From an optimization exercise on the open Yosys and OpenROAD flow, aimed at small area; shortcuts taken in it are not production practice.
In this exercise RTL edits were held to simulation tests only and were not proved equivalent to the original.
Power and IR drop assume default switching activity.

===== flow/config.mk =====
export PLATFORM = sky130hd
export DESIGN_NAME = branch_target_predictor
export DESIGN_NICKNAME = branch_target_predictor
export VERILOG_FILES = /design/flow/design.v
export SDC_FILE = /design/flow/constraint.sdc
export NUM_CORES = 4
export LEC_CHECK = 0
export CAP_MARGIN = 20
export CORE_MARGIN = 2
export CORE_UTILIZATION = 40
export SLEW_MARGIN = 20

===== flow/constraint.sdc =====
create_clock -name core_clock -period 7.0 [get_ports {clock}]
set_input_delay 1.4000 -clock core_clock [delete_from_list [all_inputs] [get_ports {clock}]]
set_output_delay 1.4000 -clock core_clock [all_outputs]
set_load 0.01 [all_outputs]

===== flow/design.v =====
module branch_target_predictor_entry #(
    parameter int ADDR_WIDTH   = 32,
    parameter int TAG_BITS     = 26,
    parameter int COUNTER_BITS = 2
) (
    input  logic                    clock,
    input  logic                    reset,
    input  logic                    flush,
    input  logic                    write,
    input  logic                    taken,
    input  logic [TAG_BITS-1:0]     write_tag,
    input  logic [ADDR_WIDTH-1:0]   write_target,
    output logic                    valid,
    output logic [TAG_BITS-1:0]     tag,
    output logic [ADDR_WIDTH-1:0]   target,
    output logic [COUNTER_BITS-1:0] ctr
);
    localparam logic [COUNTER_BITS-1:0] CTR_MAX  = '1;
    localparam logic [COUNTER_BITS-1:0] CTR_WEAK = COUNTER_BITS'(1) << (COUNTER_BITS - 1);
    logic hit;
    assign hit = valid && (tag == write_tag);
    always_ff @(posedge clock) begin
        if (reset || flush) begin
            valid <= 1'b0;
        end else if (write) begin
            if (hit) begin
                if (taken) begin
                    if (ctr != CTR_MAX) ctr <= ctr + COUNTER_BITS'(1);
                    target <= write_target;
                end else if (ctr != '0) begin
                    ctr <= ctr - COUNTER_BITS'(1);
                end
            end else if (taken) begin
                valid  <= 1'b1;
                tag    <= write_tag;
                target <= write_target;
                ctr    <= CTR_WEAK;
            end
        end
    end
endmodule
module branch_target_predictor #(
    parameter int ADDR_WIDTH   = 32,
    parameter int INDEX_BITS   = 4,
    parameter int COUNTER_BITS = 2,
    parameter int TAG_BITS     = ADDR_WIDTH - INDEX_BITS - 2
) (
    input  logic                  clock,
    input  logic                  reset,
    input  logic [ADDR_WIDTH-1:0] lookup_pc,
    output logic                  predict_hit,
    output logic                  predict_taken,
    output logic [ADDR_WIDTH-1:0] predict_next_pc,
    input  logic                  update_valid,
    input  logic [ADDR_WIDTH-1:0] update_pc,
    input  logic                  update_taken,
    input  logic [ADDR_WIDTH-1:0] update_target,
    input  logic                  update_pred_taken,
    input  logic [ADDR_WIDTH-1:0] update_pred_target,
    input  logic                  flush,
    output logic                  mispredict,
    output logic [31:0]           branch_count,
    output logic [31:0]           mispredict_count
);
    localparam int ENTRIES = 1 << INDEX_BITS;
    logic [ENTRIES-1:0]                   ent_valid;
    logic [ENTRIES-1:0]                   ent_write;
    logic [ENTRIES-1:0][TAG_BITS-1:0]     ent_tag;
    logic [ENTRIES-1:0][ADDR_WIDTH-1:0]   ent_target;
    logic [ENTRIES-1:0][COUNTER_BITS-1:0] ent_ctr;
    logic [INDEX_BITS-1:0] lookup_idx, update_idx;
    logic [TAG_BITS-1:0]   lookup_tag, update_tag;
    logic                  miss_event;
    logic [31:0]           branch_next, mispredict_next;
    logic                  unused_pc_bits;
    assign lookup_idx     = lookup_pc[INDEX_BITS+1:2];
    assign lookup_tag     = lookup_pc[ADDR_WIDTH-1:INDEX_BITS+2];
    assign update_idx     = update_pc[INDEX_BITS+1:2];
    assign update_tag     = update_pc[ADDR_WIDTH-1:INDEX_BITS+2];
    assign unused_pc_bits = &{1'b0, update_pc[1:0]};
    for (genvar i = 0; i < ENTRIES; i++) begin : g_entry
        assign ent_write[i] = update_valid && (update_idx == INDEX_BITS'(i));
        branch_target_predictor_entry #(
            .ADDR_WIDTH  (ADDR_WIDTH),
            .TAG_BITS    (TAG_BITS),
            .COUNTER_BITS(COUNTER_BITS)
        ) u_entry (
            .clock       (clock),
            .reset       (reset),
            .flush       (flush),
            .write       (ent_write[i]),
            .taken       (update_taken),
            .write_tag   (update_tag),
            .write_target(update_target),
            .valid       (ent_valid[i]),
            .tag         (ent_tag[i]),
            .target      (ent_target[i]),
            .ctr         (ent_ctr[i])
        );
    end
    assign predict_hit     = ent_valid[lookup_idx] && (ent_tag[lookup_idx] == lookup_tag);
    assign predict_taken   = predict_hit && ent_ctr[lookup_idx][COUNTER_BITS-1];
    assign predict_next_pc = predict_taken ? ent_target[lookup_idx]
                                           : lookup_pc + ADDR_WIDTH'(4);
    assign miss_event = update_valid &&
                        ((update_taken != update_pred_taken) ||
                         (update_taken && (update_target != update_pred_target)));
    always_comb begin
        branch_next     = branch_count;
        mispredict_next = mispredict_count;
        if (update_valid && (branch_count != '1)) branch_next = branch_count + 32'd1;
        if (miss_event && (mispredict_count != '1)) mispredict_next = mispredict_count + 32'd1;
    end
    always_ff @(posedge clock) begin
        if (reset) begin
            mispredict       <= 1'b0;
            branch_count     <= '0;
            mispredict_count <= '0;
        end else begin
            mispredict       <= miss_event;
            branch_count     <= branch_next;
            mispredict_count <= mispredict_next;
        end
    end
endmodule

===== flow/run.sh =====
#!/bin/bash
# synth_recipe.tcl (not shown) runs the flow's synth.tcl, then flattens the netlist and writes it again
# the make line also repeats each setting of config.mk as NAME=value (left out here)
make -C /OpenROAD-flow-scripts/flow DESIGN_CONFIG=/design/flow/config.mk WORK_HOME=/design/flow/orfs CLKGATE_MAP_FILE= SYNTH_SCRIPT=/design/flow/synth_recipe.tcl finish

==> flow_metrics.env <==
export IMPL_synth_top_cells_by_count="edfxtp_1 (960), xnor2_1 (508), mux4_2 (227)"
export IMPL_critPathLaunchType="input pin"
export IMPL_ys_warn_count=2
export IMPL_dpl_cell_area_um2=52400
export IMPL_netlist_area_um2=47700
export IMPL_cp_required_ps=5600
export IMPL_path_buf_inv=5
export IMPL_design_core_area_um2=118000
export IMPL_start_util_pct=40.3
export IMPL_setup_worst_path_class="input pin to primary output"
export IMPL_critPathMaxFanout=32
export IMPL_clockRootBuffer="clkbuf_16"
export IMPL_antenna_found_initial=13
export IMPL_via_per_inst=5.85
export IMPL_tightest_slew_ps=1050
export IMPL_clockBufferDepth=3
export IMPL_rows=126
export IMPL_drv_cap=0
export IMPL_drv_slew=0
export IMPL_fin_nets=3457
export IMPL_gr_total_overflow=0
export IMPL_grt_pass1_wl_um=212000
export IMPL_ant_nets=0
export IMPL_path_cells="buf_8, buf_4, mux4_2, mux2i_4, buf_4, o32a_1, o2111ai_1, nor4_1, nand4_1, nor4_4, buf_12, mux2_2, clkdlybuf4s50_1"
export IMPL_clk_latency_ps=740
export IMPL_power_density_nw_per_um2=241
export IMPL_critPathMaxStageDelay_ps=560
export IMPL_drt_initial_drc_count=3494
export IMPL_synth_most_common_cell="edfxtp_1"
export IMPL_port_buffers=230
export IMPL_final_util_pct=47.3
export IMPL_hold_viol_final=0
export IMPL_holdCritPathClass="flop to flop"
export IMPL_gp_congestion=0.957
export IMPL_rsz0062_at_grt="no"
export IMPL_critPathTopFamily="buffers and inverters"
export IMPL_wl_um=149000
export IMPL_die_height_um=349
export IMPL_post_cts_buffers=0
export IMPL_endpoint_kind="primary output"
export IMPL_crit_path_frequent_cell="buf_4"
export IMPL_final_cell_area_um2=55900
export IMPL_synth_top_area_share_pct=60.4
export IMPL_cts_tree="built"
export IMPL_pin_count=233
export IMPL_seq_area_frac_synth_pct=63.8
export IMPL_grt_max_degree=129
export IMPL_synth_top_area_cell="edfxtp_1"
export IMPL_drive_above_1_share_pct=18.6
export IMPL_ys_seq_elements=1041
export IMPL_yosysUniqueCellTypes=66
export IMPL_synth_enable_flop_cells=960
export IMPL_avgSynthCellArea_um2=15.9
export IMPL_fp_dieArea_um2=122000
export IMPL_p_leak_nw=17.6
export IMPL_p_total_w=0.0135
export IMPL_synth_ff_type="edfxtp_1"
export IMPL_slowest_stage="mux4_2"
export IMPL_fin_crit_ps=6820
export IMPL_synth_nets=3137
export IMPL_hpwl_um=104000
export IMPL_grt_pass1_vias=28200
export IMPL_synthTopCellsByArea="edfxtp_1 (60%), mux4_2 (11%), xnor2_1 (9.3%)"
export IMPL_whs_ps=492
export IMPL_vias=29000
export IMPL_die_w_um=349
export IMPL_setup_viol=0
export IMPL_dr_pass1_iters=5
export IMPL_fmax_mhz=147
export IMPL_fin_tns_setup_ps=0
export IMPL_min_period_over_period_pct=97.5
export IMPL_slew_headroom_pct=29.5
export IMPL_numClockSinks=1041
export IMPL_syn2layout_area_growth_pct=17.2
export IMPL_peakVddDrop_v=0.000220
export IMPL_outcome="finished clean"
export IMPL_fillers=10100
export IMPL_clk_pin_slew_worst_paths_ps=60
export IMPL_drcViolationCount=0
export IMPL_grt_total_usage_pct=24.3
export IMPL_htreeDepth=3
export IMPL_worstPathArrival_ps=5420
export IMPL_synthCells=3000
export IMPL_ys_async_sr_fraction_pct=0
export IMPL_routedWlPerCell_um=30.1
export IMPL_numCtsBuffers=110
export IMPL_clock_skew_ps=77.3
kinds of logic after synthesis:
logic type	count (synthesis)	share of synthesized area (%)
flip-flops	1041	63.8
AND/OR/NAND/NOR	633	7.24
adder cells (fa/ha/maj)	3	0.0787
AO/OA/AOI/OAI	195	2.76
buffers and inverters	189	1.81
multiplexers	372	13.9
XOR/XNOR	567	10.4
placed cells by master (no fill, tap or decap), types with 20 or more instances in the layout:
cell / count
dfxtp_1: 81
mux2_2: 36
mux2i_1: 107
clkbuf_1: 27
mux4_2: 227
xor2_1: 59
clkbuf_16: 110
clkinv_1: 26
clkdlybuf4s50_1: 204
nand2_1: 86
a21oi_1: 42
or4_1: 20
inv_1: 20
buf_2: 23
and3_1: 24
nor4_1: 34
nor2_1: 88
o21ai_0: 40
nor2b_1: 34
edfxtp_1: 960
nand4_1: 143
xnor2_1: 508
clkinv_2: 21
a22oi_1: 26
nand3_1: 89
buf_4: 137
state kept, by name, indices dropped and copies added, names as in the netlist:
| register | flops |
|---|---|
| g_entry.u_entry.tag | 416 |
| mispredict_count | 32 |
| g_entry.u_entry.valid | 16 |
| g_entry.u_entry.target | 512 |
| g_entry.u_entry.ctr | 32 |
| branch_count | 32 |
| mispredict | 1 |
what timing repair did:
item | CTS | global route
hold endpoints to repair | 0 | 0
hold buffers | 0 | 0
endpoints found under the setup margin | 0 | 31
resized for setup | 0 | 2
where the power goes:
group          total (W)  internal (W)  switching, W
sequential       0.00682       0.00681     0.0000135
combinational    0.00110      0.000438      0.000662
clock            0.00557       0.00307       0.00250
total             0.0135        0.0103       0.00318
path summary, 6_finish.rpt:
path	from	to	slack [ps]	depth (start not counted)
setup / recovery	lookup_pc[3]	predict_next_pc[27]	180	13
hold / removal	g_entry[6].u_entry.valid	g_entry[6].u_entry.valid	490	1
setup reg to reg	g_entry[12].u_entry.tag[2]	g_entry[12].u_entry.ctr[1]	3730	7
hold reg to reg	g_entry[6].u_entry.valid	g_entry[6].u_entry.valid	490	1
stage by stage:
stage | std cells | setup WS (ps)
after global routing | 4951 | 74.6
after floorplan | 3000 | 1470
after global placement | 4743 | 25.8
after CTS | 4948 | 52.1
final | 4953 | 175
after detailed placement | 4743 | 52.1
routing by layer:
metal,track usage [%],part of all wire (%),up-vias
li1,-,-,12400
met1,36.4,44,15000
met2,35.8,44,1372
met3,5.28,9.1,184
met4,6.56,2.4,10
met5,0,0.038,-
area by class of cell:
class | count | area [µm²] | area share (%)
Sequential cell | 1041 | 30400 | 54.4
Multi-Input combinational cell | 1770 | 16600 | 29.7
Timing Repair Buffer | 376 | 3390 | 6.07
Clock buffer | 137 | 2850 | 5.10
Tap cell | 1536 | 1920 | 3.44
Clock inverter | 68 | 602 | 1.08
Inverter | 21 | 81.3 | 0.145
Antenna cell | 4 | 10.0 | 0.0179

[what the ideal ports hide]
The results above use ideal ports. As a check the final layout listed here was re-extracted and re-timed, cells and wires unchanged. Step 1 assumes that a clkbuf_16 drives the clock port and a buf_2 every other input. Step 2 times the ports against the registers' clock, not the clock port: input delays grow and output delays shrink by t, the midpoint of the rising clock arrivals with the driver on. a / b / c = no drivers / after step 1 / after step 2; a / b = the first two.
t (ns): 0.776
slack for setup (ns): 0.175 / 0.124 / 0.124
hold WS [ns]: 0.492 / 0.492 / 0.492
latest minus earliest clock arrival (ns): 0.080 / 0.079
pins driven straight from the clock port: 1
After both steps setup and hold are still met in this run. The setup slack of this run moves by -0.051 ns with the drivers and by -0.051 ns with both steps.
